This design comes from an exercise in tuning for small area, a short achievable clock period and few clock cycles per item on the open sky130 flow, not from production work. In this exercise RTL edits were held to simulation tests only and were not proved equivalent to the original. Power figures rest on the tool's default switching activity, not on a simulated workload.

==> design.v <==
package tbc_pkg;
   localparam int DataWidth   = 8;
   localparam int AddrWidth   = 8;
   localparam int MemDepth    = 1 << AddrWidth;
   localparam int NumRegs     = 5;
   localparam logic [AddrWidth-1:0] HaltPc = '1;
   localparam logic ReqWrite = 1'b0;
   localparam logic ReqExec  = 1'b1;
   localparam logic [DataWidth-1:0] OpNop = 8'h00;
   localparam logic [DataWidth-1:0] OpAdd = 8'h01;
   localparam logic [DataWidth-1:0] OpSub = 8'h02;
   localparam logic [DataWidth-1:0] OpJmp = 8'h03;
   localparam logic [DataWidth-1:0] OpBlt = 8'h04;
   localparam logic [DataWidth-1:0] OpLd  = 8'h05;
   localparam logic [DataWidth-1:0] OpSt  = 8'h06;
endpackage
module tbc_mem (
   input  logic        clock,
   input  logic        reset,
   input  logic        req_we,     
   input  logic [7:0]  req_addr,
   input  logic [7:0]  req_data,
   input  logic        st_we,      
   input  logic [7:0]  st_addr,
   input  logic [7:0]  st_data,
   input  logic        use_st,     
   input  logic [31:0] slo,
   input  logic [31:0] shi,
   input  logic [3:0]  rot,
   output logic [31:0] rdata
);
   logic [7:0]  mem_ff [256];
   logic [7:0]  wd;
   logic [15:0] wsel_hi;
   logic [15:0] wsel_lo;
   logic [7:0]  bank_q [4];
   assign wd = reset ? 8'h00 : (use_st ? st_data : req_data);
   always_comb begin
      for (int j = 0; j < 16; j++) begin
         wsel_lo[j] = reset || (req_we && req_addr[3:0] == 4'(j))
                            || (st_we && st_addr[3:0] == 4'(j));
         wsel_hi[j] = reset || (use_st ? (st_addr[7:4] == 4'(j)) : (req_addr[7:4] == 4'(j)));
      end
   end
   for (genvar i = 0; i < 256; i++) begin : g_byte
      always_ff @(posedge clock) begin
         if (wsel_hi[i / 16] && wsel_lo[i % 16]) begin
            mem_ff[i] <= wd;
         end
      end
   end
   for (genvar k = 0; k < 4; k++) begin : g_bank
      for (genvar b = 0; b < 8; b++) begin : g_bit
         logic [7:0] grp;
         for (genvar g = 0; g < 8; g++) begin : g_grp
            logic [7:0] col;
            for (genvar r = 0; r < 8; r++) begin : g_row
               assign col[r] = mem_ff[4*(8*g + r) + k][b];
            end
            tbc_sel8 u_sel (
               .d (col),
               .s (slo[8*k +: 8]),
               .y (grp[g])
            );
         end
         tbc_sel8 u_selh (
            .d (grp),
            .s (shi[8*k +: 8]),
            .y (bank_q[k][b])
         );
      end
   end
   for (genvar j = 0; j < 4; j++) begin : g_rot
      for (genvar b = 0; b < 8; b++) begin : g_bit
         tbc_sel4 u_rot (
            .d ({bank_q[(j + 3) % 4][b], bank_q[(j + 2) % 4][b],
                 bank_q[(j + 1) % 4][b], bank_q[j][b]}),
            .s (rot),
            .y (rdata[8*j + b])
         );
      end
   end
endmodule
module tbc_sel8 (
   input  logic [7:0] d,
   input  logic [7:0] s,
   output logic       y
);
   assign y = |(d & s);
endmodule
module tbc_sel4 (
   input  logic [3:0] d,
   input  logic [3:0] s,
   output logic       y
);
   assign y = |(d & s);
endmodule
import tbc_pkg::*;
module tbc_exec (
   input  logic        clock,
   input  logic        reset,
   input  logic        req_valid,
   output logic        req_stall,
   input  logic        req_type,
   input  logic [7:0]  req_mem_addr,
   input  logic [7:0]  req_mem_data,
   output logic        rsp_valid,
   input  logic        rsp_stall,
   output logic [7:0]  pc,
   output logic [39:0] regs,
   output logic        err,
   output logic        mem_req_we,
   output logic        mem_st_we,
   output logic [7:0]  mem_st_addr,
   output logic [7:0]  mem_st_data,
   output logic [31:0] mem_slo,
   output logic [31:0] mem_shi,
   output logic [3:0]  mem_rot,
   input  logic [31:0] mem_rdata
);
   logic [7:0]  pc_ff;
   logic [7:0]  reg_ff [5];
   logic        err_ff;
   logic        rsp_valid_ff;
   logic [7:0]  q_ff [7];      
   logic [7:0]  qn_ff;         
   logic [7:0]  fp_ff;         
   logic [31:0] fslo_ff;       
   logic [31:0] fshi_ff;
   logic [3:0]  frot_ff;
   logic        ld_ff;         
   logic        ld_wr_ff;      
   logic [2:0]  ld_dst_ff;
   logic        aim_ff;        
   logic        accept;
   logic        exec_go;
   logic        wr_go;
   logic        halted;
   logic [7:0]  op, b0, b1, b2;
   logic [7:0]  ra, rb;
   logic [7:0]  sum, diff;
   logic        lt;
   logic        is_nop, is_add, is_sub, is_jmp, is_blt, is_ld, is_st, is_ill;
   logic [2:0]  len;
   logic        f_jmp, f_blt, f_ld;
   logic        have;
   logic        app_e;
   logic        app_n;
   logic [7:0]  rem;           
   logic [2:0]  qn_bin;
   logic [4:0]  len_oh;
   logic        fetch_ok;
   logic        append;
   logic        taken;
   logic        hazard;
   logic [7:0]  pc_next;
   logic [7:0]  w_off;
   logic [7:0]  st_off;
   logic [4:0]  win;
   function automatic logic [7:0] read_reg(input logic [7:0] idx,
                                           input logic [7:0] r0, input logic [7:0] r1,
                                           input logic [7:0] r2, input logic [7:0] r3,
                                           input logic [7:0] r4, input logic [7:0] p);
      logic [7:0] val;
      case (idx[2:0])
         3'd0:    val = r0;
         3'd1:    val = r1;
         3'd2:    val = r2;
         3'd3:    val = r3;
         3'd4:    val = r4;
         3'd5:    val = p;
         default: val = 8'h00;
      endcase
      read_reg = (idx[7:3] == 5'd0) ? val : 8'h00;
   endfunction
   function automatic logic [67:0] aim(input logic [7:0] a);
      logic [7:0] lo0, hi0, lo1, hi1;
      lo0 = 8'd1 << a[4:2];
      hi0 = 8'd1 << a[7:5];
      lo1 = {lo0[6:0], lo0[7]};
      hi1 = lo0[7] ? {hi0[6:0], hi0[7]} : hi0;
      for (int k = 0; k < 4; k++) begin
         aim[8*k +: 8]      = (2'(k) < a[1:0]) ? lo1 : lo0;
         aim[32 + 8*k +: 8] = (2'(k) < a[1:0]) ? hi1 : hi0;
      end
      aim[67:64] = 4'd1 << a[1:0];
   endfunction
   assign halted    = (pc_ff == HaltPc);
   assign op = q_ff[0];
   assign b0 = q_ff[1];
   assign b1 = q_ff[2];
   assign b2 = q_ff[3];
   assign is_nop = (op == OpNop);
   assign is_add = (op == OpAdd);
   assign is_sub = (op == OpSub);
   assign is_jmp = (op == OpJmp);
   assign is_blt = (op == OpBlt);
   assign is_ld  = (op == OpLd);
   assign is_st  = (op == OpSt);
   assign is_ill = (op > OpSt);
   assign f_jmp = (op[2:0] == 3'd3);
   assign f_blt = (op[2:0] == 3'd4);
   assign f_ld  = (op[2:0] == 3'd5);
   always_comb begin
      case (op[2:0])
         3'd1, 3'd2, 3'd4: len = 3'd4;
         3'd5, 3'd6:       len = 3'd3;
         3'd3:             len = 3'd2;
         default:          len = 3'd1;
      endcase
   end
   assign len_oh = 5'd1 << len;
   assign qn_bin = {|qn_ff[7:4], |{qn_ff[7:6], qn_ff[3:2]}, |{qn_ff[7], qn_ff[5], qn_ff[3], qn_ff[1]}};
   always_comb begin
      have = 1'b0;
      for (int n = 0; n < 8; n++) begin
         for (int l = 1; l <= 4; l++) begin
            if (n >= l && qn_ff[n] && len_oh[l]) have = 1'b1;
         end
      end
   end
   assign req_stall = ld_ff || (rsp_valid_ff && rsp_stall)
                   || (req_type == ReqExec && !halted && !have);
   assign accept    = req_valid && !req_stall;
   assign exec_go   = accept && (req_type == ReqExec) && !halted;
   assign wr_go     = accept && (req_type == ReqWrite);
   assign ra   = read_reg(b0, reg_ff[0], reg_ff[1], reg_ff[2], reg_ff[3], reg_ff[4], pc_ff);
   assign rb   = read_reg(b1, reg_ff[0], reg_ff[1], reg_ff[2], reg_ff[3], reg_ff[4], pc_ff);
   assign sum  = ra + rb;
   assign diff = ra - rb;
   assign lt   = (ra < rb);
   always_comb begin
      if (is_nop) begin
         pc_next = pc_ff + 8'd1;
      end else if (is_add || is_sub) begin
         pc_next = pc_ff + 8'd4;
      end else if (is_jmp) begin
         pc_next = b0;
      end else if (is_blt) begin
         pc_next = lt ? b2 : pc_ff + 8'd4;
      end else if (is_ld || is_st) begin
         pc_next = pc_ff + 8'd3;
      end else begin
         pc_next = HaltPc;
      end
   end
   assign mem_req_we  = wr_go;
   assign mem_st_we   = exec_go && is_st;
   assign mem_st_addr = b1;
   assign mem_st_data = ra;
   assign win    = {2'b0, qn_bin} + 5'd4;
   assign w_off  = req_mem_addr - pc_ff;
   assign st_off = b1 - pc_ff;
   assign hazard = (wr_go && {3'b0, w_off} < {3'b0, win})
                || (exec_go && is_st && {3'b0, st_off} < {3'b0, win});
   assign taken    = exec_go && (f_jmp || (f_blt && lt));
   assign fetch_ok = !ld_ff && !aim_ff;
   always_comb begin
      rem = '0;
      for (int l = 1; l <= 4; l++) begin
         if (len_oh[l]) rem = rem | (qn_ff >> l);
      end
   end
   assign app_e    = fetch_ok && (|rem[3:0]);
   assign app_n    = fetch_ok && (|qn_ff[3:0]);
   assign append   = exec_go ? app_e : app_n;
   always_ff @(posedge clock) begin
      for (int i = 0; i < 7; i++) begin
         logic [7:0] qe;
         logic [7:0] qx;
         qe = 8'h00;
         for (int c = 1; c <= 4; c++) begin
            if (len == 3'(c) && i + c < 7) qe = q_ff[(i + c) % 7];
         end
         qx = q_ff[i];
         for (int j = 0; j < 4; j++) begin
            if (i >= j && rem[i - j] && fetch_ok) qe = mem_rdata[8*j +: 8];
            if (i >= j && qn_ff[i - j] && fetch_ok) qx = mem_rdata[8*j +: 8];
         end
         q_ff[i] <= exec_go ? qe : qx;
      end
   end
   logic [7:0]  aim_b;
   logic [67:0] aim_a_sel;
   logic [67:0] aim_b_sel;
   logic [31:0] adv_slo;
   logic [31:0] adv_shi;
   always_comb begin
      if (ld_ff || aim_ff) begin
         aim_b = fp_ff;
      end else if (f_jmp) begin
         aim_b = b0;
      end else begin
         aim_b = b1;
      end
   end
   assign aim_a_sel = aim(b2);
   assign aim_b_sel = aim(aim_b);
   for (genvar k = 0; k < 4; k++) begin : g_adv
      assign adv_slo[8*k +: 8] = {fslo_ff[8*k +: 7], fslo_ff[8*k + 7]};
      assign adv_shi[8*k +: 8] = fslo_ff[8*k + 7] ? {fshi_ff[8*k +: 7], fshi_ff[8*k + 7]}
                                                  : fshi_ff[8*k +: 8];
   end
   always_ff @(posedge clock) begin
      if (exec_go && f_blt && lt) begin
         {frot_ff, fshi_ff, fslo_ff} <= aim_a_sel;
      end else if (ld_ff || aim_ff || (exec_go && (f_jmp || f_ld))) begin
         {frot_ff, fshi_ff, fslo_ff} <= aim_b_sel;
      end else if (append) begin
         fslo_ff <= adv_slo;
         fshi_ff <= adv_shi;
      end
   end
   always_ff @(posedge clock) begin
      if (reset) begin
         pc_ff        <= '0;
         for (int i = 0; i < 5; i++) reg_ff[i] <= '0;
         err_ff       <= 1'b0;
         rsp_valid_ff <= 1'b0;
         qn_ff        <= 8'd1;
         fp_ff        <= '0;
         ld_ff        <= 1'b0;
         aim_ff       <= 1'b1;
      end else begin
         ld_ff  <= exec_go && is_ld;
         aim_ff <= hazard;
         if (accept) begin
            rsp_valid_ff <= !(exec_go && is_ld);
         end else if (ld_ff) begin
            rsp_valid_ff <= 1'b1;
         end else if (!rsp_stall) begin
            rsp_valid_ff <= 1'b0;
         end
         if (taken || hazard) begin
            qn_ff <= 8'd1;
            fp_ff <= exec_go ? pc_next : pc_ff;
         end else begin
            if (exec_go) begin
               qn_ff <= app_e ? rem << 4 : rem;
            end else begin
               qn_ff <= app_n ? qn_ff << 4 : qn_ff;
            end
            if (append) begin
               fp_ff <= fp_ff + 8'd4;
            end
         end
         if (ld_ff && ld_wr_ff) begin
            reg_ff[ld_dst_ff] <= mem_rdata[7:0];
         end
         if (exec_go) begin
            if ((is_add || is_sub) && b2 < 8'd5) begin
               reg_ff[b2[2:0]] <= is_add ? sum : diff;
            end
            if (is_ill) begin
               err_ff <= 1'b1;
            end
            pc_ff <= pc_next;
         end
      end
   end
   always_ff @(posedge clock) begin
      if (exec_go) begin
         ld_wr_ff  <= (b0 < 8'd5);
         ld_dst_ff <= b0[2:0];
      end
   end
   assign mem_slo = fslo_ff;
   assign mem_shi = fshi_ff;
   assign mem_rot = frot_ff;
   assign rsp_valid = rsp_valid_ff;
   assign pc        = pc_ff;
   assign regs      = {reg_ff[4], reg_ff[3], reg_ff[2], reg_ff[1], reg_ff[0]};
   assign err       = err_ff;
endmodule
import tbc_pkg::*;
module tiny_byte_cpu_step (
   input  logic                            clock,
   input  logic                            reset,
   input  logic                            req_valid,
   output logic                            req_stall,
   input  logic                            req_type,
   input  logic [tbc_pkg::AddrWidth-1:0]   req_mem_addr,
   input  logic [tbc_pkg::DataWidth-1:0]   req_mem_data,
   output logic                            rsp_valid,
   input  logic                            rsp_stall,
   output logic [tbc_pkg::AddrWidth-1:0]   rsp_pc,
   output logic [tbc_pkg::DataWidth-1:0]   rsp_reg_a,
   output logic [tbc_pkg::DataWidth-1:0]   rsp_reg_b,
   output logic [tbc_pkg::DataWidth-1:0]   rsp_reg_c,
   output logic [tbc_pkg::DataWidth-1:0]   rsp_reg_d,
   output logic [tbc_pkg::DataWidth-1:0]   rsp_reg_e,
   output logic                            rsp_halted,
   output logic                            rsp_illegal_opcode
);
   logic        mem_req_we;
   logic        mem_st_we;
   logic [7:0]  mem_st_addr;
   logic [7:0]  mem_st_data;
   logic [31:0] mem_slo;
   logic [31:0] mem_shi;
   logic [3:0]  mem_rot;
   logic [31:0] mem_rdata;
   logic [7:0]  pc;
   logic [39:0] regs;
   logic        err;
   tbc_mem u_mem (
      .clock (clock),
      .reset (reset),
      .req_we   (mem_req_we),
      .req_addr (req_mem_addr),
      .req_data (req_mem_data),
      .st_we    (mem_st_we),
      .st_addr  (mem_st_addr),
      .st_data  (mem_st_data),
      .use_st   (req_type),
      .slo   (mem_slo),
      .shi   (mem_shi),
      .rot   (mem_rot),
      .rdata (mem_rdata)
   );
   tbc_exec u_exec (
      .clock        (clock),
      .reset        (reset),
      .req_valid    (req_valid),
      .req_stall    (req_stall),
      .req_type     (req_type),
      .req_mem_addr (req_mem_addr),
      .req_mem_data (req_mem_data),
      .rsp_valid    (rsp_valid),
      .rsp_stall    (rsp_stall),
      .pc           (pc),
      .regs         (regs),
      .err          (err),
      .mem_req_we   (mem_req_we),
      .mem_st_we    (mem_st_we),
      .mem_st_addr  (mem_st_addr),
      .mem_st_data  (mem_st_data),
      .mem_slo      (mem_slo),
      .mem_shi      (mem_shi),
      .mem_rot      (mem_rot),
      .mem_rdata    (mem_rdata)
   );
   assign rsp_pc             = pc;
   assign rsp_reg_a          = regs[7:0];
   assign rsp_reg_b          = regs[15:8];
   assign rsp_reg_c          = regs[23:16];
   assign rsp_reg_d          = regs[31:24];
   assign rsp_reg_e          = regs[39:32];
   assign rsp_halted         = (pc == HaltPc);
   assign rsp_illegal_opcode = err;
endmodule
==> run.sh <==
#!/bin/bash
# synth_recipe.tcl (not shown) runs the flow's synth.tcl, then flattens the netlist and writes it again
# the make line also repeats each setting of config.mk as NAME=value (left out here)
make -C /OpenROAD-flow-scripts/flow DESIGN_CONFIG=/design/flow/config.mk WORK_HOME=/design/flow/orfs CLKGATE_MAP_FILE= SYNTH_SCRIPT=/design/flow/synth_recipe.tcl finish
==> config.mk <==
export PLATFORM = sky130hd
export DESIGN_NAME = tiny_byte_cpu_step
export DESIGN_NICKNAME = tiny_byte_cpu_step
export VERILOG_FILES = /design/flow/design.v
export SDC_FILE = /design/flow/constraint.sdc
export NUM_CORES = 4
export LEC_CHECK = 0
export CAP_MARGIN = 20
export CORE_MARGIN = 2
export CORE_UTILIZATION = 55
export CTS_CLUSTER_DIAMETER = 80
export CTS_CLUSTER_SIZE = 24
export SETUP_SLACK_MARGIN = 2.7
export SLEW_MARGIN = 20
export SYNTH_HIERARCHICAL = 1
==> constraint.sdc <==
create_clock -name core_clock -period 6.5 [get_ports {clock}]
set_input_delay 1.3000 -clock core_clock [delete_from_list [all_inputs] [get_ports {clock}]]
set_output_delay 1.3000 -clock core_clock [all_outputs]
set_load 0.01 [all_outputs]
==> run notes, run 1 <==
- Worst slew pin tran: ~1300 ps
- Synth cell types: about 120
- Compound-Gate Fraction of Synth Area: 0.1734
- Yosys top cell by area: edfxtp_1
- Layout Cells excl Fill: 8720
- Worst R2R Path Depth: 15
- Min Hold Slack: 516.6 ps
- Total gr overflow: 0
- Top_reg_cell synth: edfxtp_1
- Setup Skew: around 52 ps
- First-pass GRT wire length: 411600 um
- Die Width: 414.8 um
- Top-level I/O count: 73
- Via Count: 61583
- Setup crit end kind: output port
- Worst min path class: register to register
- Clock sinks: 2244
- Sequential power share: 0.550
- Drt initial violations: 8783
- Pin count of the biggest net entering global routing: 157
- Die area: 172000 um2
- Gpl congestion: 0.9600
- Num CTS Buffers: 117
- ANT cells: 0
- Worst-path cell chain: clkbuf_8 > nor3_4 > o21ai_1 > buf_4 > nand4b_1 > nand2_1 > buf_2
- Reg-to-reg startpoint: u_exec.fslo_ff[1]$_DFFE_PP_
- Worst-path maximum fanout: just over 40
- Crit path time final: 3940 ps
- Share of layout cells above drive strength 1: 0.1733
- Ys async rst share: 0
- Clock Path Buffers: 3
- CTS tree: done
- XOR/XNOR Fraction of Synth Area: 0.003478
- Number of flops mapped to enable cells by yosys: 2216
- Dominant combinational cell family by area after synthesis: compound AO/OA/AOI/OAI gates
- Reg2reg end: u_exec.q_ff[5][5]$_DFFE_PP_
- Core Footprint: 167400 um2
- Post-Route WL: just under 300000 um
- Inst Count DP: ~8400
- Post-route ant nets: 0
- Final worst slack: 2560 ps
- Worst Hold Path EP: u_exec.fp_ff[1]$_SDFFE_PP0P_
- Ranking of synthesized cells by area: edfxtp_1, a22oi_1, nand4_1, o21ai_0, a21oi_1
- Pre-CTS WS: about 1200 ps
- Most frequent cells in the layout: edfxtp_1, a22oi_1, buf_4, nand4_1, nor2_1
- Detailed placement HPWL: around 180000 um
- Worst Path Arrival: 2640 ps
- Final setup TNS: 0 ps
- Final Max Slew Viols: 0
- # fillers: ~12000
- Crit-path slowest cell: edfxtp_1
- Achievable frequency: 0.2538 GHz
- P_int: around 22 mW
- Internal reg-to-reg setup slack: 2710 ps
- Buf+Inv Stages, Crit Path: 3
- Sw Ratio: 0.2922
- Vias per Instance: 7.062
- Number of global-route vias before repair: 57193
- Starting Density: 0.5543
- Crit share post-route: 0.6061
- # port buffers: 72
- Post-layout util: 0.6254
- CP Launch Type: register
- Post-synthesis sequential area ratio: 0.7231
- Worst-path clk slew: 100 ps
- Simple-gate share of the synthesized area: 0.06144
- Number of synthesized register bits: 2244
- Row Count: 150
- Commonest non-fill, non-tap cell in the layout: edfxtp_1
- CP peak stage delay: 420 ps
- Post-synthesis adder-cell area fraction: 0.006121
- Cell count of the worst hold path: 1
- Vert. Die Dim: 414.8 um
- 1st-pass router iterations: 9
- H-tree Lvls: 3
- P_leak: ~35 nW
- Gate power share: 0.186
- Drt wl/cell: about 33 um
- Clk pwr share: 0.264
- Status: timing/DRC/antenna clean
- GRT Resource Usage Total: 0.3257
- Mapped Nets: just over 6000
- Post-synthesis area per instance: around 15 um2
- Yosys top cell area share: 0.7170
- PwrDens: 301.4 nW/um2
- Synth warn: 24
- WS Path Type: register to output port
- Multiplexer share of the synthesized area: 0.01607
- Final Hold Fails: 0
- Hold Startpoint: u_exec.fp_ff[1]$_SDFFE_PP0P_
- Initial antenna violation count: 5
- Clk Tree Root Cell: clkbuf_16
- Rel. slew slack: 0.1489
- Placement Cell Area: 97320 um2
- RSZ-0062 raised after global routing: true
- P_sw: 9.222 mW
- Design area: 104700 um2
- Worst path top cell family by delay: simple AND/OR/NAND/NOR gates
- Required time worst endpoint: between 5000 and 6000 ps
- Max Cap Viol: 0
- Worst vdd ir: about 350 uV
- Final setup violation count: 0
- Post-CTS Hold Fix Bufs: 0
- Power Total: between 30 and 40 mW
- Cell area after synthesis: 92800 um2
- Final #Nets: 6525
- Post-Syn Instances: 6099
- P&R area growth vs syn: 12.82%
- Worst-skew pair later-pin latency: ~830 ps
- DRC: 0
[state kept, by name (all words and copies together) (netlist names), 3 cells and up]
register          count
u_exec.pc_ff          8
u_exec.fshi_ff       32
u_exec.q_ff          56
u_mem.mem_ff       2048
u_exec.frot_ff        4
u_exec.fslo_ff       32
u_exec.fp_ff          8
u_exec.reg_ff        40
u_exec.qn_ff          8
u_exec.ld_dst_ff      3
[synthesized netlist by cell type, drive strengths merged, types with 38 or more instances]
cell and n:
edfxtp 2216, a22oi 1264, nand4 298, o21ai 286
nor2 276, a21oi 262, nand2 219, clkbuf 144
buf 125, mux2i 98, a211oi 63, nor3 63
nand3 61, o22ai 61, a31oi 59, inv 47
ha 39, a221oi 38
[logic make-up (layout without fill, tap and decap cells)]
| group | count (synthesis) | after routing |
|---|---|---|
| compound gates | 2249 | 2252 |
| flops | 2244 | 2244 |
| simple gates | 1073 | 1074 |
| buf+inv | 317 | 730 |
| mux | 137 | 137 |
| fa+ha+maj | 43 | 43 |
| xor+xnor | 36 | 36 |
[per-module statistics from Yosys, one instance, submodules excluded]
module | times used | flip-flops and latches | cell area [um2]
tbc_mem | 1 | 2048 | 64110
tbc_exec | 1 | 196 | 17620
tbc_sel8 | 288 | 0 | 36.28
tbc_sel4 | 32 | 0 | 18.77
tiny_byte_cpu_step | 1 | 0 | 16.27
[how the worst max path moves through the flow]
stage	end	startpoint	cells after the start	slack, ps
floorplan	u_mem.mem_ff[0][2]$_DFFE_PP_	req_type	3	2200
global route	req_stall	u_exec.q_ff[0][2]$_DFFE_PP_	7	2470
finish	req_stall	u_exec.q_ff[0][2]$_DFFE_PP_	7	2560
detailed placement	u_mem.mem_ff[1][4]$_DFFE_PP_	req_type	9	1160
global placement	u_exec.fshi_ff[15]$_DFFE_PP_	u_exec.q_ff[2][0]$_DFFE_PP_	14	1200
CTS	u_mem.mem_ff[124][3]$_DFFE_PP_	u_exec.q_ff[0][4]$_DFFE_PP_	8	2430
[power groups by stage]
| stage | Sequential, mW | Combinational [mW] | Clock [mW] |
|---|---|---|---|
| after CTS | 17.3 | 5.59 | 8.41 |
| after global routing | 17.4 | 6.19 | 8.87 |
| after floorplan | 17.9 | 2.66 | 0 |
| after global placement | 17.8 | 5.06 | 0 |
| after detailed placement | 17.8 | 5.11 | 0 |
| final | 17.3 | 5.88 | 8.34 |
[layer usage]
| metal | GRT usage | wire (um) | up-vias |
|---|---|---|---|
| met3 | 0.05675 | 27150 | 473 |
| met4 | 0.09693 | 10150 | 0 |
| met2 | 0.5026 | 132600 | 3239 |
| met1 | 0.4776 | 118400 | 31623 |
| met5 | 0 | 0 | - |
| li1 | - | - | 26248 |
[final cells by class]
class,count,area [um2],area share
sequential,2244,67120,0.6410
multi-input combinational,3542,26200,0.2503
clock inverter,47,629.4,0.006011
clock buffer,127,3008,0.02873
timing repair buffer,508,4767,0.04553
inverter,48,219.0,0.002091
tap,2204,2758,0.02634
[what timing repair did]
| item | in CTS | in global routing |
|---|---|---|
| endpoints found under the setup margin | 2257 | 2000 |
| setup buffers | 132 | 45 |
| resized for setup | 340 | 227 |
| pin swaps | 41 | 35 |
| gates cloned | 4 | 7 |
Testbench counts, summed over its fixed seeds: cycles 10,441, items 8,603.
==> run 2: changes to the inputs <==
--- a/config.mk
+++ b/config.mk
@@ -7,7 +7,7 @@
 export LEC_CHECK = 0
 export CAP_MARGIN = 20
 export CORE_MARGIN = 2
-export CORE_UTILIZATION = 55
+export CORE_UTILIZATION = 62
 export CTS_CLUSTER_DIAMETER = 80
 export CTS_CLUSTER_SIZE = 24
 export SETUP_SLACK_MARGIN = 2.7
==> run notes, run 2 <==
- Status: timing/DRC/antenna clean
- Cell count of the worst hold path: 1
- Number of global-route vias before repair: 57186
- Rel. slew slack: 0.2281
- Top sig layer: met4
- RSZ-0062 raised after global routing: true
- Most frequent cells in the layout: edfxtp_1, a22oi_1, buf_4, nand4_1, nor2_1
- Internal reg-to-reg setup slack: 2680 ps
- Yosys top cell by area: edfxtp_1
- Hold Startpoint: u_exec.fp_ff[0]$_SDFFE_PP0P_
- Share of layout cells above drive strength 1: 0.1648
- Worst slew pin tran: 1155 ps
- Layout Cells excl Fill: 8388
- Starting Density: 0.6262
- Routed met3 length: 32480 um
- Ys async rst share: 0
- DRC: 0
- # port buffers: 72
- Num CTS Buffers: between 100 and 150
- Post-Syn Instances: 6099
- Drt initial violations: between 9000 and 10000
- Min Hold Slack: roughly 520 ps
- Worst-skew pair later-pin latency: roughly 800 ps
- Worst-path maximum fanout: 7
- Commonest non-fill, non-tap cell in the layout: edfxtp_1
- CP peak stage delay: 570 ps
- Max reg flops: 2048
- Clock sinks: roughly 2200
- Post-CTS Hold Fix Bufs: 0
- Power Total: between 30 and 40 mW
- CP Launch Type: register
- Inst Count DP: 8063
- Max Cap Viol: 0
- Post-route ant nets: 0
- Worst Hold Path EP: u_exec.fp_ff[0]$_SDFFE_PP0P_
- Number of flops mapped to enable cells by yosys: between 2000 and 2500
- Final setup violation count: 0
- # fillers: approximately 10000
- Required time worst endpoint: 7030 ps
- PwrDens: 298.6 nW/um2
- Crit share post-route: 0.5882
- Worst min path class: register to register
- WS Path Type: register to register
- Clk Tree Root Cell: clkbuf_16
- Mapped Nets: 6163
- Die Width: 390.9 um
- Row Count: 141
- Gpl congestion: 0.9976
- Ranking of synthesized cells by area: edfxtp_1, a22oi_1, nand4_1, o21ai_0, a21oi_1
- Worst R2R Path Depth: 13
- Metal-1 WL: 109500 um
- P&R area growth vs syn: 11.80%
- Yosys top cell area share: 0.7170
- GRT Resource Usage Total: 0.3597
- Setup crit end kind: register
- Worst vdd ir: 324.5 uV
- Most frequent cell after synthesis: edfxtp_1
- Top-level I/O count: 73
- Crit path time final: about 3800 ps
- First-pass GRT wire length: 400200 um
- Core Footprint: roughly 150000 um2
- Via Count: ~62000
- Final setup TNS: 0 ps
- Met2 wire len: 123500 um
- Worst-path clk slew: 100 ps
- H-tree Lvls: 3
- Clock Path Buffers: 3
- Synth warn: 24
- Post-Route WL: 279600 um
- Vert. Die Dim: 390.9 um
- Total gr overflow: 0
- Final Hold Fails: 0
- Setup Skew: roughly 54 ps
- Final Max Slew Viols: 0
- Vias per Instance: between 7 and 8
- Die area: 152800 um2
- Most flop-heavy register: u_mem.mem_ff
- Top post-synthesis cells by count: edfxtp_1, a22oi_1, nand4_1
- Initial antenna violation count: 5
- Post-layout util: 0.7001
- Final #Nets: 6483
- Post-synthesis area per instance: between 15 and 20 um2
- Achievable frequency: 0.2616 GHz
- Number of synthesized register bits: 2244
- Worst-path cell chain: buf_12 > mux4_2 > mux2i_1 > nor2_1 > ha_2 > or4_4 > o21ai_2 > buf_6 > nand3_4 > buf_16 > o21ai_0 > a21oi_1 > a31o_2
- 1st-pass router iterations: 8
- Top_reg_cell synth: edfxtp_1
- Worst Path Arrival: 4350 ps
- P_leak: approximately 35 nW
- Regs by FF count: u_mem.mem_ff: 2048 flops, u_exec.q_ff: 56 flops, u_exec.reg_ff: 40 flops
- Detailed placement HPWL: between 150000 and 200000 um
- CTS tree: done
- Post-synthesis sequential area ratio: 0.7231
- Reg2reg end: u_exec.fslo_ff[13]$_DFFE_PP_
- Synth cell types: roughly 120
- Drt wl/cell: ~33 um
- Reg-to-reg startpoint: u_exec.q_ff[1][0]$_DFFE_PP_
- Pin count of the biggest net entering global routing: 172
- Cell area after synthesis: 92800 um2
- Crit-path slowest cell: or4_4
==> run 2: how the worst max path moves through the flow <==
stage	endpoint	cells after the start	from	slack (ps)
after floorplan	u_mem.mem_ff[0][2]$_DFFE_PP_	3	req_type	2200
after global placement	u_mem.mem_ff[155][0]$_DFFE_PP_	9	rsp_stall	1420
after detailed placement	u_mem.mem_ff[234][7]$_DFFE_PP_	9	rsp_stall	1310
after CTS	u_mem.mem_ff[238][5]$_DFFE_PP_	8	u_exec.q_ff[0][7]$_DFFE_PP_	2480
after global routing	u_exec.q_ff[4][3]$_DFFE_PP_	17	u_exec.fslo_ff[28]$_DFFE_PP_	2660
final	u_exec.fslo_ff[13]$_DFFE_PP_	13	u_exec.q_ff[1][0]$_DFFE_PP_	2680
==> run 2: per-stage QoR <==
step	worst slack [ps]	area [um2]
floorplan	2199	92890
global placement	1415	96720
detailed placement	1314	96750
CTS	2484	102200
global route	2657	103800
finish	2677	103800
==> run 2: kinds of logic after synthesis <==
kind of cell / after synthesis / share of synthesized area
AOI/OAI and AO/OA: 2249 / 0.1734
DFF: 2244 / 0.7231
and+or+nand+nor: 1073 / 0.06144
buffers and inverters: 317 / 0.01642
muxes: 137 / 0.01607
adders and majority gates: 43 / 0.006121
xor gates and xnor gates: 36 / 0.003478
==> run 2: final cells by class <==
type | instances | area [um2] | area share
Antenna cell | 2 | 5.005 | 0.00004824
Multi-Input combinational cell | 3544 | 26280 | 0.2533
Timing Repair Buffer | 468 | 4405 | 0.04246
Clock inverter | 31 | 436.7 | 0.004209
Clock buffer | 121 | 2879 | 0.02775
Inverter | 48 | 215.2 | 0.002074
Tap cell | 1930 | 2415 | 0.02327
Sequential cell | 2244 | 67120 | 0.6469
==> run 2: report_power, final <==
part / internal [mW] / switching [mW]
clock network: 3.34 / 4.53
registers: 16.9 / 0.510
logic: 1.80 / 3.93
==> run 2: repair_timing <==
action	4_1_cts	5_1_grt
setup endpoints to repair	2418	2263
cloned	4	10
pin swaps	37	48
setup buffers	104	51
gates resized for setup	383	193
==> run 2: per-module statistics from Yosys, one instance, submodules excluded <==
module | times used | cells
tbc_mem | 1 | 2452
tbc_sel8 | 288 | 5
tbc_exec | 1 | 2108
tbc_sel4 | 32 | 3
tiny_byte_cpu_step | 1 | 3
==> run 2: routing by layer <==
metal / up-vias / global-route usage
li1: 26164 / -
met1: 30944 / 0.5349
met2: 4177 / 0.5289
met3: 655 / 0.06626
met4: 0 / 0.1488
met5: - / 0
==> run 2: critical path: cells and delay by family, from the launching register on <==
| family | cells | cell delay, ps |
|---|---|---|
| fa+ha+maj | 1 | 220 |
| compound gates | 4 | 650 |
| buf+inv | 3 | 590 |
| flops | 1 | 530 |
| simple gates | 3 | 910 |
| mux | 2 | 640 |
==> run 3: changes to the inputs <==
--- a/config.mk
+++ b/config.mk
@@ -7,7 +7,7 @@
 export LEC_CHECK = 0
 export CAP_MARGIN = 20
 export CORE_MARGIN = 2
-export CORE_UTILIZATION = 62
+export CORE_UTILIZATION = 70
 export CTS_CLUSTER_DIAMETER = 80
 export CTS_CLUSTER_SIZE = 24
 export SETUP_SLACK_MARGIN = 2.7
==> run notes, run 3 <==
- Vert. Die Dim: 368.1 um
- Synth cell types: 119
- Post-Syn Instances: just over 6000
- Pin count of the biggest net entering global routing: 167
- Total gr overflow: 0
- Yosys top cell by area: edfxtp_1
- Clock sinks: around 2200
- Ys async rst share: 0
- Worst Path Arrival: 4280 ps
- H-tree Lvls: 3
- Yosys top cell area share: 0.7170
- DRC: 0
- Post-synthesis area per instance: 15.22 um2
- WS Path Type: primary input to register
- Worst-path clk slew: 90 ps
- Die area: 135500 um2
- Final #Nets: around 6400
- Drt wl/cell: roughly 33 um
- Most frequent cell after synthesis: edfxtp_1
- Worst-path cell chain: clkdlybuf4s50_1 > a21oi_1 > o2111ai_1 > a31o_4 > nor2_2 > nor3b_4 > a22oi_2 > buf_4 > o21ai_1
- Post-route ant nets: 0
- Clk Tree Root Cell: clkbuf_16
- Status: timing/DRC/antenna clean
- Number of flops mapped to enable cells by yosys: 2216
- Inst Count DP: between 7000 and 8000
- Crit-path slowest cell: o21ai_1
- Final Max Slew Viols: 0
- Top_reg_cell synth: edfxtp_1
- Setup Skew: 48.17 ps
- Clock Path Buffers: 3
- Detailed placement HPWL: 167800 um
- Most frequent cells in the layout: edfxtp_1, a22oi_1, nand4_1, buf_4, nor2_1
- RSZ-0062 raised after global routing: true
- Ranking of synthesized cells by area: edfxtp_1, a22oi_1, nand4_1, o21ai_0, a21oi_1
- Final Hold Fails: 0
- Number of synthesized register bits: ~2200
- Max reg flops: 2048
- Design area: 102900 um2
- Initial antenna violation count: 4
- Worst slew pin tran: 1381 ps
- Drt initial violations: 10928
- Required time worst endpoint: 6910 ps
- 1st-pass router iterations: 10
- Mapped Nets: about 6000
- Cell area after synthesis: 92800 um2
- Top-level I/O count: 73
- Worst vdd ir: between 300 and 400 uV
- First-pass GRT wire length: 391500 um
- Worst setup path start: rsp_stall
- Worst-path maximum fanout: 21
- Row Count: 133
- Synth warn: 24
- Most flop-heavy register: u_mem.mem_ff
- Die Width: 368.1 um
- Number of global-route vias before repair: 58288
- CP Launch Type: primary input
- Top post-synthesis cells by count: edfxtp_1, a22oi_1, nand4_1
- Rel. slew slack: 0.07901
- Core Footprint: 131500 um2
- Max Cap Viol: 0
- Reg-to-reg startpoint: u_exec.fslo_ff[24]$_DFFE_PP_
- PwrDens: ~300 nW/um2
- Gpl congestion: 1.027
- # port buffers: 72
- Achievable frequency: 0.2579 GHz
- Post-CTS Hold Fix Bufs: 0
- P_leak: roughly 35 nW
- Final worst slack: 2623 ps
- Vias per Instance: 7.663
- Share of layout cells above drive strength 1: 0.1565
- Post-Route WL: 269700 um
- Num CTS Buffers: 109
- P&R area growth vs syn: 10.87%
- Setup crit end kind: register
- GRT Resource Usage Total: 0.3931
- Regs by FF count: u_mem.mem_ff: 2048 flops, u_exec.q_ff: 56 flops, u_exec.reg_ff: 40 flops
- Commonest non-fill, non-tap cell in the layout: edfxtp_1
- Via Count: 62411
- Hold Startpoint: u_exec.fp_ff[1]$_SDFFE_PP0P_
- Worst-skew pair later-pin latency: 800 ps
- Power Total: 30.46 mW
- Placement Cell Area: between 90000 and 100000 um2
- Final setup TNS: 0 ps
- ANT cells: 0
- Worst min path class: register to register
- Starting Density: 0.7059
- Post-synthesis sequential area ratio: 0.7231
- Layout Cells excl Fill: 8144
- Final setup violation count: 0
- Pre-CTS WS: roughly 1300 ps
- CTS tree: done
- Crit path time final: 3877 ps
- Crit share post-route: 0.5965
- CP peak stage delay: 620 ps
[run 3: cell counts after synthesis]
Identical to the previous run, type by type.
[run 3: worst paths after layout]
kind	slack [ps]	to	cells after the start
max reg2reg	2730	u_exec.q_ff[6][6]$_DFFE_PP_	11
max	2620	u_mem.mem_ff[210][5]$_DFFE_PP_	9
min reg2reg	500	u_exec.fp_ff[1]$_SDFFE_PP0P_	1
min	500	u_exec.fp_ff[1]$_SDFFE_PP0P_	1
[run 3: cell type report]
cell class,instances,area (um2)
Fill cell,7379,28570
Inverter,48,205.2
Sequential cell,2244,67120
Tap cell,1755,2196
Timing Repair Buffer,419,4009
Multi-Input combinational cell,3540,26320
Clock inverter,23,301.5
Clock buffer,115,2750
[run 3: logic make-up after synthesis]
family,Yosys count,synth area share
compound gates,2249,0.1734
xor+xnor,36,0.003478
fa+ha+maj,43,0.006121
buf+inv,317,0.01642
flops,2244,0.7231
mux,137,0.01607
simple gates,1073,0.06144
[run 3: critical path, delay by kind of cell]
kind / cells / cell delay [ps]
AO/OA/AOI/OAI: 5 / 1620
buffers and inverters: 2 / 660
AND/OR/NAND/NOR: 2 / 630
[run 3: metal layers]
layer,track usage,part of all wire
met1,0.5593,0.36
met2,0.5859,0.46
met3,0.09289,0.13
met4,0.1804,0.051
met5,0,0
[run 3: power breakdown]
part / internal (mW) / leakage, nW / switching (mW)
Sequential: 16.9 / 22.5 / 0.509
Combinational: 1.74 / 10.7 / 3.87
Clock: 3.10 / 1.48 / 4.37
Total: 21.7 / 34.6 / 8.75
[run 3: stage by stage]
step,hold slack (ps),utilization
6_report,502.1,0.7827
5_1_grt,513.5,0.7827
4_1_cts,500.5,0.7727
3_5_place_dp,487.3,0.7325
3_3_place_gp,480.6,0.7324
2_1_floorplan,424.4,-
[run 3: Yosys stat by module (local to each module, per instance)]
module	copies in the design	cells inside
tbc_sel4	32	3
tbc_sel8	288	5
tbc_exec	1	2108
tbc_mem	1	2452
tiny_byte_cpu_step	1	3
[run 3: what timing repair did]
action                     4_1_cts  5_1_grt
gates cloned                     6        2
setup endpoints to repair     2402      953
buffers inserted               110       32
hold endpoints to repair         0        0
pin swaps                       37       20
gates resized for setup        414      184
==> run 4: changes to the inputs <==
--- a/config.mk
+++ b/config.mk
@@ -7,9 +7,9 @@
 export LEC_CHECK = 0
 export CAP_MARGIN = 20
 export CORE_MARGIN = 2
-export CORE_UTILIZATION = 70
-export CTS_CLUSTER_DIAMETER = 80
-export CTS_CLUSTER_SIZE = 24
-export SETUP_SLACK_MARGIN = 2.7
+export CORE_UTILIZATION = 62
+export CTS_CLUSTER_DIAMETER = 90
+export CTS_CLUSTER_SIZE = 28
+export SETUP_SLACK_MARGIN = 2.8
 export SLEW_MARGIN = 20
 export SYNTH_HIERARCHICAL = 1
==> run notes, run 4 <==
- Number of flops mapped to enable cells by yosys: 2216
- Drt wl/cell: approximately 33 um
- Detailed placement HPWL: around 170000 um
- Num CTS Buffers: 96
- Row Count: 141
- Post-route ant nets: 0
- Met1 usage: 0.5364
- Number of synthesized register bits: 2244
- Max Cap Viol: 0
- Cell area after synthesis: 92800 um2
- CP Launch Type: register
- Final setup violation count: 0
- Worst-path clk slew: about 110 ps
- Post-CTS Hold Fix Bufs: 0
- Ranking of synthesized cells by area: edfxtp_1, a22oi_1, nand4_1, o21ai_0, a21oi_1
- Crit share post-route: 0.5852
- Most frequent cells in the layout: edfxtp_1, a22oi_1, buf_4, nand4_1, nor2_1
- Share of layout cells above drive strength 1: 0.1805
- P&R area growth vs syn: 12.35%
- Post-synthesis sequential area ratio: 0.7231
- P_leak: 35.14 nW
- Gpl congestion: between 0.9 and 1
- Worst slew pin tran: around 1200 ps
- Post-Route WL: 281300 um
- RSZ-0062 raised after global routing: true
- Core Footprint: about 150000 um2
- Synth warn: 24
- Worst-path maximum fanout: 6
- GRT Resource Usage Total: 0.3599
- Pre-CTS WS: ~1300 ps
- Number of global-route vias before repair: approximately 57000
- 1st-pass router iterations: 7
- Required time worst endpoint: about 5200 ps
- Worst min path class: register to register
- Synth cell types: around 120
- # fillers: ~10000
- Most frequent cell after synthesis: edfxtp_1
- Design area: 104300 um2
- Post-synthesis area per instance: 15.22 um2
- Worst-skew pair later-pin latency: slightly below 800 ps
- PwrDens: 292.8 nW/um2
- Sequential power share: 0.570
- Setup Skew: ~57 ps
- Yosys top cell area share: 0.7170
- Top_reg_cell synth: edfxtp_1
- First-pass GRT wire length: 400600 um
- Met3 Track Usage GR: 0.06673
- Worst Path Arrival: 2500 ps
- Met2 Usage GRT: 0.5309
- Sw Ratio: 0.2906
- Achievable frequency: 0.2629 GHz
- Crit path to: req_stall
- H-tree Lvls: 3
- Worst R2R Path Depth: 13
- Initial antenna violation count: 9
- Clock sinks: 2244
- Final worst slack: 2696 ps
- Worst setup path start: u_exec.q_ff[0][1]$_DFFE_PP_
- Setup crit end kind: output port
- Max reg flops: 2048
- Ys async rst share: 0
- Total gr overflow: 0
- Clk Tree Root Cell: clkbuf_16
- Die Width: 390.9 um
- P_int: about 22 mW
- Grt peak-use layer: met1
- Pin count of the biggest net entering global routing: 172
- # port buffers: 72
- P_sw: 8.871 mW
- Final setup TNS: 0 ps
- Final Max Slew Viols: 0
- Starting Density: 0.6262
- DRC: 0
- Clock Path Buffers: 3
- Final Hold Fails: 0
- Drt initial violations: 9622
- Mapped Nets: approximately 6000
- Vert. Die Dim: slightly below 400 um
- Die area: 152800 um2
- Via Count: 62244
- Commonest non-fill, non-tap cell in the layout: edfxtp_1
- WS Path Type: register to output port
- Final #Nets: 6517
- Most flop-heavy register: u_mem.mem_ff
- Clk pwr share: 0.238
- Crit path time final: 3804 ps
- Top post-synthesis cells by count: edfxtp_1, a22oi_1, nand4_1
- Reg-to-reg startpoint: u_exec.q_ff[2][6]$_DFFE_PP_
- Reg2reg end: u_exec.fshi_ff[9]$_DFFE_PP_
- Post-Syn Instances: between 6000 and 7000
- Vias per Instance: 7.399
- CTS tree: done
- Worst vdd ir: ~360 uV
- Status: timing/DRC/antenna clean
- Placement Cell Area: 96750 um2
- Yosys top cell by area: edfxtp_1
- Gate power share: 0.192
- Internal reg-to-reg setup slack: 2780 ps
- Regs by FF count: u_mem.mem_ff: 2048 flops, u_exec.q_ff: 56 flops, u_exec.reg_ff: 40 flops
- Top-level I/O count: 73
- Rel. slew slack: 0.2134
-- run 4: cell types whose count changed in the layout (fill, tap and decap cells not counted), moves of 10 or more --
cell     change
a21oi_4     -32
o21ai_2     -22
a22oi_2     +30
o21ai_0     +12
a22oi_1     -30
buf_4       +59
a21oi_1     -10
buf_6       +25
a21oi_2     +42
-- run 4: power by group through the flow --
stage / sequential, mW / clock (mW) / combinational [mW]
after detailed placement: 17.8 / 0 / 4.97
after floorplan: 17.9 / 0 / 2.66
after global routing: 17.5 / 7.76 / 6.14
after global placement: 17.8 / 0 / 4.91
final: 17.4 / 7.27 / 5.86
after CTS: 17.4 / 7.32 / 5.43
-- run 4: worst min path at each step --
stage	start	endpoint	slack (ps)	cells after the start
after global placement	u_exec.fp_ff[1]$_SDFFE_PP0P_	u_exec.fp_ff[1]$_SDFFE_PP0P_	490	1
after detailed placement	u_exec.fp_ff[1]$_SDFFE_PP0P_	u_exec.fp_ff[1]$_SDFFE_PP0P_	500	1
after CTS	u_exec.fp_ff[1]$_SDFFE_PP0P_	u_exec.fp_ff[1]$_SDFFE_PP0P_	510	1
final	u_exec.fp_ff[0]$_SDFFE_PP0P_	u_exec.fp_ff[0]$_SDFFE_PP0P_	520	1
after floorplan	u_exec.q_ff[1][1]$_DFFE_PP_	u_exec.ld_dst_ff[1]$_DFFE_PN_	420	0
after global routing	u_exec.fp_ff[0]$_SDFFE_PP0P_	u_exec.fp_ff[0]$_SDFFE_PP0P_	530	1
-- run 4: logic make-up after synthesis --
logic type               share of synthesized area
adder cells (fa/ha/maj)                   0.006121
buffers and inverters                      0.01642
multiplexers                               0.01607
flip-flops                                  0.7231
XOR/XNOR                                  0.003478
AO/OA/AOI/OAI                               0.1734
AND/OR/NAND/NOR                            0.06144
-- run 4: what timing repair did --
| item | in CTS | in global routing |
|---|---|---|
| setup buffers | 117 | 84 |
| endpoints found under the setup margin | 2701 | 2147 |
| pin swaps | 47 | 78 |
| gates cloned | 7 | 12 |
| resized for setup | 449 | 251 |
-- run 4: metal layers --
| metal | up-vias | share of wire |
|---|---|---|
| met3 | 650 | 0.12 |
| met4 | 0 | 0.047 |
| met2 | 4143 | 0.45 |
| met1 | 31237 | 0.39 |
| met5 | - | 0 |
| li1 | 26214 | - |
-- run 4: stage by stage --
step / std cells / utilization / total power [mW] / hold slack (ps)
finish: 8413 / 0.7036 / 30.53 / 521.0
global route: 8411 / 0.7035 / 31.36 / 526.8
CTS: 8313 / 0.6902 / 30.11 / 514.6
detailed placement: 8063 / 0.6529 / 22.75 / 498.2
global placement: 8061 / 0.6527 / 22.67 / 491.7
floorplan: 6099 / - / 20.57 / 424.4
-- run 4: layout make-up --
class	instances	area (um2)	share of cell area
antenna	2	5.005	0.00004800
clock buffer	101	2506	0.02404
clock inverter	25	341.6	0.003276
inverter	48	215.2	0.002064
multi-input combinational	3546	26650	0.2556
sequential	2244	67120	0.6438
tap	1930	2415	0.02316
timing repair buffer	517	5001	0.04797
-- run 4: per-module statistics from Yosys (local to each module, per instance) --
module | cells | area (um2) | flops+latches
tbc_mem | 2452 | 64110 | 2048
tbc_exec | 2108 | 17620 | 196
tbc_sel8 | 5 | 36.28 | 0
tbc_sel4 | 3 | 18.77 | 0
tiny_byte_cpu_step | 3 | 16.27 | 0
-- run 4: critical path, cell delays in order, from the launching register on --
cell      delay, ps
edfxtp_1        530
buf_4           210
xor2_4          280
nand3_2         250
nand4b_1        230
nand2_1          80
buf_2           150
==> run 5: changes to the inputs <==
--- a/design.v
+++ b/design.v
@@ -109,6 +109,7 @@
    output logic [7:0]  pc,
    output logic [39:0] regs,
    output logic        err,
+   output logic        halt,
    output logic        mem_req_we,
    output logic        mem_st_we,
    output logic [7:0]  mem_st_addr,
@@ -123,6 +124,8 @@
    logic        err_ff;
    logic        rsp_valid_ff;
    logic [7:0]  q_ff [7];      
+   logic        have_ff;       
+   logic        halted_ff;     
    logic [7:0]  qn_ff;         
    logic [7:0]  fp_ff;         
    logic [31:0] fslo_ff;       
@@ -185,7 +188,7 @@
       end
       aim[67:64] = 4'd1 << a[1:0];
    endfunction
-   assign halted    = (pc_ff == HaltPc);
+   assign halted    = halted_ff;
    assign op = q_ff[0];
    assign b0 = q_ff[1];
    assign b1 = q_ff[2];
@@ -201,24 +204,21 @@
    assign f_jmp = (op[2:0] == 3'd3);
    assign f_blt = (op[2:0] == 3'd4);
    assign f_ld  = (op[2:0] == 3'd5);
-   always_comb begin
-      case (op[2:0])
-         3'd1, 3'd2, 3'd4: len = 3'd4;
-         3'd5, 3'd6:       len = 3'd3;
-         3'd3:             len = 3'd2;
-         default:          len = 3'd1;
+   function automatic logic [2:0] len_of(input logic [2:0] o);
+      case (o)
+         3'd1, 3'd2, 3'd4: len_of = 3'd4;
+         3'd5, 3'd6:       len_of = 3'd3;
+         3'd3:             len_of = 3'd2;
+         default:          len_of = 3'd1;
       endcase
-   end
+   endfunction
+   function automatic logic at_least(input logic [7:0] n_oh, input logic [2:0] l);
+      at_least = |(n_oh >> l);
+   endfunction
+   assign len = len_of(op[2:0]);
    assign len_oh = 5'd1 << len;
    assign qn_bin = {|qn_ff[7:4], |{qn_ff[7:6], qn_ff[3:2]}, |{qn_ff[7], qn_ff[5], qn_ff[3], qn_ff[1]}};
-   always_comb begin
-      have = 1'b0;
-      for (int n = 0; n < 8; n++) begin
-         for (int l = 1; l <= 4; l++) begin
-            if (n >= l && qn_ff[n] && len_oh[l]) have = 1'b1;
-         end
-      end
-   end
+   assign have = have_ff;
    assign req_stall = ld_ff || (rsp_valid_ff && rsp_stall)
                    || (req_type == ReqExec && !halted && !have);
    assign accept    = req_valid && !req_stall;
@@ -280,6 +280,21 @@
          q_ff[i] <= exec_go ? qe : qx;
       end
    end
+   logic [2:0] head_e;
+   logic [7:0] qn_e;
+   logic [7:0] qn_x;
+   logic       have_e;
+   logic       have_n;
+   always_comb begin
+      head_e = '0;
+      for (int c = 1; c <= 4; c++) begin
+         if (len == 3'(c)) head_e = q_ff[c][2:0];
+      end
+   end
+   assign qn_e   = app_e ? rem << 4 : rem;
+   assign qn_x   = app_n ? qn_ff << 4 : qn_ff;
+   assign have_e = rem[0] ? app_e : at_least(qn_e, len_of(head_e));
+   assign have_n = qn_ff[0] ? app_n : at_least(qn_x, len);
    logic [7:0]  aim_b;
    logic [67:0] aim_a_sel;
    logic [67:0] aim_b_sel;
@@ -321,7 +336,14 @@
          fp_ff        <= '0;
          ld_ff        <= 1'b0;
          aim_ff       <= 1'b1;
+         have_ff      <= 1'b0;
+         halted_ff    <= 1'b0;
       end else begin
+         if (taken || hazard) begin
+            have_ff <= 1'b0;
+         end else begin
+            have_ff <= exec_go ? have_e : have_n;
+         end
          ld_ff  <= exec_go && is_ld;
          aim_ff <= hazard;
          if (accept) begin
@@ -354,7 +376,8 @@
             if (is_ill) begin
                err_ff <= 1'b1;
             end
-            pc_ff <= pc_next;
+            pc_ff     <= pc_next;
+            halted_ff <= (pc_next == HaltPc);
          end
       end
    end
@@ -371,6 +394,7 @@
    assign pc        = pc_ff;
    assign regs      = {reg_ff[4], reg_ff[3], reg_ff[2], reg_ff[1], reg_ff[0]};
    assign err       = err_ff;
+   assign halt      = halted_ff;
 endmodule
 import tbc_pkg::*;
 module tiny_byte_cpu_step (
@@ -403,6 +427,7 @@
    logic [7:0]  pc;
    logic [39:0] regs;
    logic        err;
+   logic        halt;
    tbc_mem u_mem (
       .clock (clock),
       .reset (reset),
@@ -431,6 +456,7 @@
       .pc           (pc),
       .regs         (regs),
       .err          (err),
+      .halt         (halt),
       .mem_req_we   (mem_req_we),
       .mem_st_we    (mem_st_we),
       .mem_st_addr  (mem_st_addr),
@@ -446,6 +472,6 @@
    assign rsp_reg_c          = regs[23:16];
    assign rsp_reg_d          = regs[31:24];
    assign rsp_reg_e          = regs[39:32];
-   assign rsp_halted         = (pc == HaltPc);
+   assign rsp_halted         = halt;
    assign rsp_illegal_opcode = err;
 endmodule
--- a/config.mk
+++ b/config.mk
@@ -8,8 +8,8 @@
 export CAP_MARGIN = 20
 export CORE_MARGIN = 2
 export CORE_UTILIZATION = 62
-export CTS_CLUSTER_DIAMETER = 90
-export CTS_CLUSTER_SIZE = 28
-export SETUP_SLACK_MARGIN = 2.8
+export CTS_CLUSTER_DIAMETER = 80
+export CTS_CLUSTER_SIZE = 24
+export SETUP_SLACK_MARGIN = 2.7
 export SLEW_MARGIN = 20
 export SYNTH_HIERARCHICAL = 1
==> run notes, run 5 <==
- Status: timing/DRC/antenna clean
- Required time worst endpoint: 7110 ps
- Die area: 152500 um2
- Hold Startpoint: u_exec.err_ff$_SDFFE_PP0P_
- Top post-synthesis cells by count: edfxtp_1, a22oi_1, nand2_1
- Drt wl/cell: 32.34 um
- Synth warn: 24
- Crit path to: u_exec.fslo_ff[15]$_DFFE_PP_
- Worst Path Arrival: 4590 ps
- Register area: 67150 um2
- Crit path time final: 3984 ps
- Mapped Nets: 6232
- Pin count of the biggest net entering global routing: around 170
- Worst vdd ir: 334.9 uV
- P_sw: between 8 and 9 mW
- Ranking of synthesized cells by area: edfxtp_1, a22oi_1, nand4_1, o21ai_0, a21oi_1
- Worst-path maximum fanout: 8
- Inst Count DP: 8149
- Setup crit end kind: register
- Die Width: 390.5 um
- P_int: 21.86 mW
- Placement Cell Area: a little under 100000 um2
- Final Hold Fails: 0
- Cell count of the worst hold path: 2
- Worst min path class: register to register
- Achievable frequency: 0.2510 GHz
- Ys async rst share: 0
- Gpl congestion: 0.9893
- Most frequent cells in the layout: edfxtp_1, a22oi_1, buf_4, nand4_1, nand2_1
- Starting Density: 0.6256
- Design area: 104700 um2
- Post-route ant nets: 0
- Post-Route WL: 275400 um
- Footprint of the multi-input gates: 26280 um2
- Via Count: 61906
- Final Max Slew Viols: 0
- Internal reg-to-reg setup slack: 2520 ps
- 1st-pass router iterations: 6
- Number of flops mapped to enable cells by yosys: approximately 2200
- Total gr overflow: 0
- RSZ-0062 raised after global routing: true
- Initial antenna violation count: 11
- DRC: 0
- Row Count: roughly 140
- Clk pwr share: 0.265
- Number of global-route vias before repair: 57384
- Worst R2R Path Depth: 17
- Clk Tree Root Cell: clkbuf_16
- Most flop-heavy register: u_mem.mem_ff
- Top_reg_cell synth: edfxtp_1
- PwrDens: 288.7 nW/um2
- Yosys top cell area share: 0.7186
- Max reg flops: 2048
- P_leak: 35.26 nW
- Vert. Die Dim: 390.5 um
- H-tree Lvls: 3
- Top-level I/O count: 73
- Layout Cells excl Fill: between 8000 and 9000
- Post-CTS Hold Fix Bufs: 0
- P&R area growth vs syn: 13.06%
- Commonest non-fill, non-tap cell in the layout: edfxtp_1
- Worst-skew pair later-pin latency: roughly 800 ps
- Share of layout cells above drive strength 1: 0.1719
- First-pass GRT wire length: roughly 390000 um
- Final setup violation count: 0
- Yosys top cell by area: edfxtp_1
- Gate power share: 0.163
- Worst slew pin tran: ~1200 ps
- Sequential power share: 0.572
- Num CTS Buffers: ~110
- GRT Resource Usage Total: 0.3521
- Detailed placement HPWL: 168600 um
- Setup Skew: 52.15 ps
- # port buffers: 72
- Worst-path clk slew: about 100 ps
- Crit share post-route: 0.6129
- Power Total: 30.23 mW
- Final setup TNS: 0 ps
- Final #Nets: 6601
- Post-synthesis sequential area ratio: 0.7251
- Rel. slew slack: 0.1763
- Clock sinks: 2246
- CP Launch Type: register
- Clock Path Buffers: 3
- Sw Ratio: 0.2768
- Number of synthesized register bits: 2246
- # fillers: 9757
- Worst setup path start: u_exec.q_ff[2][6]$_DFFE_PP_
- Drt initial violations: 8508
- WS Path Type: register to register
- Vias per Instance: roughly 7.3
- Cell area after synthesis: 92610 um2
- Regs by FF count: u_mem.mem_ff: 2048 flops, u_exec.q_ff: 56 flops, u_exec.reg_ff: 40 flops
- Reg-to-reg startpoint: u_exec.q_ff[2][6]$_DFFE_PP_
- Most frequent cell after synthesis: edfxtp_1
- Core Footprint: 148000 um2
- Reg2reg end: u_exec.fslo_ff[15]$_DFFE_PP_
- Post-synthesis area per instance: 15.01 um2
- Min Hold Slack: roughly 470 ps
- Synth cell types: 94
- CTS tree: done
- Max Cap Viol: 0
- Post-Syn Instances: between 6000 and 7000
run 5: metrics by stage:
step                      worst slack [ps]  utilization
after floorplan                       2199            -
after global placement                1403       0.6542
after detailed placement              1388       0.6544
after CTS                             2572       0.6910
after global routing                  2450       0.7073
final                                 2516       0.7074
run 5: metal layers:
layer,GRT usage,share of wire
met5,0,0.00022
met4,0.1410,0.049
met3,0.07270,0.11
met2,0.5374,0.46
met1,0.5019,0.38
run 5: cell type report:
class / instances / area share
sequential: 2246 / 0.6413
multi-input combinational: 3607 / 0.2510
timing repair buffer: 518 / 0.04929
clock buffer: 120 / 0.02807
tap: 1930 / 0.02306
clock inverter: 38 / 0.005186
inverter: 50 / 0.001900
antenna: 7 / 0.0001673
run 5: Yosys stat by module (local to each module, per instance), excerpt:
| module | cell area [um2] | copies in the design |
|---|---|---|
| tbc_exec | 17440 | 1 |
| tbc_mem | 64110 | 1 |
| tbc_sel4 | 18.77 | 32 |
| tbc_sel8 | 36.28 | 288 |
run 5: kinds of logic after synthesis:
family / count (synthesis) / synth area share
DFF: 2246 / 0.7251
AOI/OAI and AO/OA: 2242 / 0.1708
and+or+nand+nor: 1155 / 0.06298
buffers and inverters: 320 / 0.01559
muxes: 116 / 0.01513
xor gates and xnor gates: 46 / 0.004351
adders and majority gates: 43 / 0.006053
run 5: what timing repair did:
item | in CTS | in global routing
buffers inserted | 114 | 59
pin swaps | 44 | 88
endpoints found under the setup margin | 1725 | 893
gates resized for setup | 284 | 376
cloned | 12 | 15
run 5: power groups by stage:
stage / Clock, mW / Combinational (mW) / Sequential (mW)
after floorplan: 0 / 2.25 / 17.8
after global placement: 0 / 4.27 / 17.6
after detailed placement: 0 / 4.35 / 17.7
after CTS: 8.06 / 4.63 / 17.2
after global routing: 8.52 / 5.19 / 17.3
final: 8.01 / 4.94 / 17.3
run 5: worst min path at each step:
stage	to	slack (ps)
after CTS	u_exec.err_ff$_SDFFE_PP0P_	480
final	u_exec.err_ff$_SDFFE_PP0P_	470
after global placement	u_exec.err_ff$_SDFFE_PP0P_	450
after detailed placement	u_exec.err_ff$_SDFFE_PP0P_	470
after floorplan	u_exec.ld_dst_ff[0]$_DFFE_PP_	420
after global routing	u_exec.err_ff$_SDFFE_PP0P_	500
run 5: critical path, cell delays in order, from the launching register on:
cell and delay (ps):
edfxtp_1 490, or4_4 560, nor2_4 230, nand2_2 130, a21o_1 190, and2_4 140
ha_4 150, or3_4 340, a21oi_4 180, o221ai_4 150, o21ai_4 100, buf_12 140
buf_12 110, and3_4 300, buf_8 190, buf_16 160, nand4_1 90, o21ai_1 150
Testbench counts of run 5, summed over its fixed seeds: cycles 10,441, items 8,603.
==> run 6: changes to the inputs <==
--- a/config.mk
+++ b/config.mk
@@ -7,7 +7,7 @@
 export LEC_CHECK = 0
 export CAP_MARGIN = 20
 export CORE_MARGIN = 2
-export CORE_UTILIZATION = 62
+export CORE_UTILIZATION = 70
 export CTS_CLUSTER_DIAMETER = 80
 export CTS_CLUSTER_SIZE = 24
 export SETUP_SLACK_MARGIN = 2.7
==> run notes, run 6 <==
- Status: timing/DRC/antenna clean
- Clk Tree Root Cell: clkbuf_16
- Most frequent cell after synthesis: edfxtp_1
- # port buffers: 72
- Post-synthesis sequential area ratio: 0.7251
- Pin count of the biggest net entering global routing: 179
- Final setup violation count: 0
- Ranking of synthesized cells by area: edfxtp_1, a22oi_1, nand4_1, o21ai_0, a21oi_1
- 1st-pass router iterations: 9
- Most flop-heavy register: u_mem.mem_ff
- Clock sinks: 2246
- Post-synthesis area per instance: 15.01 um2
- Max Cap Viol: 0
- Placement Cell Area: around 96000 um2
- Worst-path maximum fanout: 52
- Number of global-route vias before repair: between 50000 and 60000
- Rel. slew slack: 0.08719
- Top_reg_cell synth: edfxtp_1
- Buf+Inv Stages, Crit Path: 3
- Worst min path class: register to register
- Regs by FF count: u_mem.mem_ff: 2048 flops, u_exec.q_ff: 56 flops, u_exec.reg_ff: 40 flops
- Final setup TNS: 0 ps
- Post-layout util: 0.7869
- Worst Path Arrival: between 4000 and 5000 ps
- Ys async rst share: 0
- Num CTS Buffers: 111
- Clock Path Buffers: 3
- Die Width: 367.7 um
- Number of synthesized register bits: 2246
- Post-Route WL: ~270000 um
- RSZ-0062 raised after global routing: true
- Most frequent cells in the layout: edfxtp_1, a22oi_1, buf_4, nand4_1, nand2_1
- Final Max Slew Viols: 0
- Yosys top cell by area: edfxtp_1
- Synth warn: 24
- Post-route ant nets: 0
- Met2 wire len: 123600 um
- Detailed placement HPWL: 165500 um
- CP Launch Type: primary input
- Synth cell types: 94
- Worst-path clk slew: roughly 100 ps
- Drt wl/cell: between 30 and 40 um
- Worst path top cell family by delay: buffers and inverters
- Top post-synthesis cells by count: edfxtp_1, a22oi_1, nand2_1
- P_leak: 34.89 nW
- Yosys top cell area share: 0.7186
- Cell area after synthesis: 92610 um2
- Post-Syn Instances: 6168
- PwrDens: 288.1 nW/um2
- Post-CTS Hold Fix Bufs: 0
- CTS tree: done
- GRT Resource Usage Total: 0.3915
- Top sig layer: met5
- H-tree Lvls: 3
- Worst vdd ir: 289.4 uV
- Final Hold Fails: 0
- Max reg flops: 2048
- Final #Nets: 6584
- Metal-1 WL: 96510 um
- Row Count: roughly 130
- Number of flops mapped to enable cells by yosys: between 2000 and 2500
- First-pass GRT wire length: 389100 um
- Vert. Die Dim: 367.7 um
- Required time worst endpoint: roughly 7000 ps
- Initial antenna violation count: 11
- Total gr overflow: 0
- P&R area growth vs syn: 11.71%
- Setup Skew: 43.69 ps
- Core Footprint: 131500 um2
- Design area: a little over 100000 um2
- Gpl congestion: a little over 1
- Drt initial violations: 10470
- Starting Density: 0.7044
- CP peak stage delay: ~450 ps
- Worst-path cell chain: clkdlybuf4s50_1 > a21oi_1 > nand4_1 > clkinv_1 > nand2_1 > o21ai_4 > buf_6 > nand3_1 > o21ai_0 > nand2_4 > o31ai_2
- Die area: between 100000 and 150000 um2
- Crit-path slowest cell: o21ai_0
- Commonest non-fill, non-tap cell in the layout: edfxtp_1
- Worst-skew pair later-pin latency: 790 ps
- WS Path Type: primary input to register
- Routed met3 length: 35570 um
- Vias per Instance: around 7.6
- Share of layout cells above drive strength 1: 0.1619
- Via Count: 63126
- Setup crit end kind: register
- Mapped Nets: 6232
- # fillers: approximately 7400
- Crit path time final: 3961 ps
- DRC: 0
- Worst slew pin tran: 1369 ps
- Achievable frequency: 0.2525 GHz
- Crit share post-route: 0.6094
- Top-level I/O count: 73
-- run 6: what timing repair did --
action                     in CTS  in global routing
resized for setup             205                348
setup endpoints to repair    1633               1171
pin swaps                      48                 66
setup buffers                 105                 59
cloned                          8                 15
-- run 6: Yosys stat by module, one instance, submodules excluded, a selection --
module	cells inside	flops+latches	copies in the design	cell area, um2
tbc_exec	2180	198	1	17440
tbc_mem	2452	2048	1	64110
tbc_sel4	3	0	32	18.77
tbc_sel8	5	0	288	36.28
-- run 6: area by class of cell --
class	count	area [um2]	area share
clock inverters	27	389.1	0.003761
well taps	1755	2196	0.02123
inverters	50	203.9	0.001971
diodes	11	27.53	0.0002661
clock buffers	115	2835	0.02741
flip-flops and latches	2246	67150	0.6491
repair buffers	504	4760	0.04601
multi-input cells	3607	25890	0.2503
-- run 6: cell families (layout without fill, tap and decap cells) --
family,Yosys count,after routing,share of synthesized area
DFF,2246,2246,0.7251
AOI/OAI and AO/OA,2242,2242,0.1708
and+or+nand+nor,1155,1160,0.06298
buffers and inverters,320,696,0.01559
muxes,116,116,0.01513
xor gates and xnor gates,46,46,0.004351
adders and majority gates,43,43,0.006053
other,0,11,0
-- run 6: power breakdown --
part	switching [mW]	internal (mW)
sequential	0.462	16.8
clock	4.42	3.28
combinational	3.35	1.47
-- run 6: final timing paths --
kind	start	end	slack (ps)	cells past startpoint
hold / removal	u_exec.err_ff$_SDFFE_PP0P_	u_exec.err_ff$_SDFFE_PP0P_	490	2
hold reg to reg	u_exec.err_ff$_SDFFE_PP0P_	u_exec.err_ff$_SDFFE_PP0P_	490	2
setup / recovery	rsp_stall	u_exec.fshi_ff[11]$_DFFE_PP_	2540	11
setup reg to reg	u_exec.q_ff[2][4]$_DFFE_PP_	u_exec.fslo_ff[22]$_DFFE_PP_	2560	14
-- run 6: through the flow --
stage                     hold slack (ps)  setup slack, ps  total power, mW  std cells
after global placement              454.4             1426            21.73       7971
after global routing                513.3             2501            30.52       8310
after floorplan                     420.6             2199            20.05       6168
after CTS                           495.4             2476            29.43       8228
final                               489.0             2539            29.81       8315
after detailed placement            478.6             1299            21.89       7973
-- run 6: routing by layer --
metal  track usage  vias up
li1              -    26337
met1        0.5413    31094
met2        0.5969     4812
met3       0.09413      879
met4        0.1849        4
met5             0        -
-- run 6: worst min-delay path: stages (launching register included) --
cell and delay, ps:
dfxtp_1 330, nor2_1 50, nor2_1 70

## what the ideal ports hide
The flow's constraints put no driver on any port. The routed layouts listed below were extracted and timed again, unchanged, in two steps.
Step 1 (the two cells are an assumption about what drives the block):
set clk [get_ports {clock}]
set_driving_cell -lib_cell sky130_fd_sc_hd__clkbuf_16 $clk
set_driving_cell -lib_cell sky130_fd_sc_hd__buf_2 [delete_from_list [all_inputs] $clk]
Step 2, shift: input delay + t, output delay - t, t = (earliest + latest rising clock arrival at the registers) / 2. This alone moves slack from input paths to output paths.
Three values: ideal, step 1, step 2; two values: the first two.
run	t (ns)	slack for setup (ns)	worst hold slack (ns)	worst setup path after step 2	worst register clock-pin slew, ns
run 1	0.889	2.560 / 2.476 / 1.872	0.517 / 0.517 / 0.517	input to register	0.10 / 0.10
run 2	0.858	2.677 / 2.667 / 1.977	0.522 / 0.522 / 0.522	input to register	0.10 / 0.10
run 3	0.862	2.623 / 2.666 / 1.822	0.502 / 0.502 / 0.502	input to register	0.10 / 0.10
run 4	0.833	2.696 / 2.610 / 2.030	0.521 / 0.521 / 0.521	input to register	0.11 / 0.11
run 5	0.857	2.516 / 2.516 / 1.760	0.471 / 0.471 / 0.471	input to register	0.10 / 0.10
run 6	0.843	2.539 / 2.563 / 1.737	0.489 / 0.489 / 0.489	input to register	0.10 / 0.10
After both steps setup and hold are still met in every run listed. The setup slack of run 6, which loses most, moves by +0.024 ns with the drivers and by -0.802 ns with both steps.
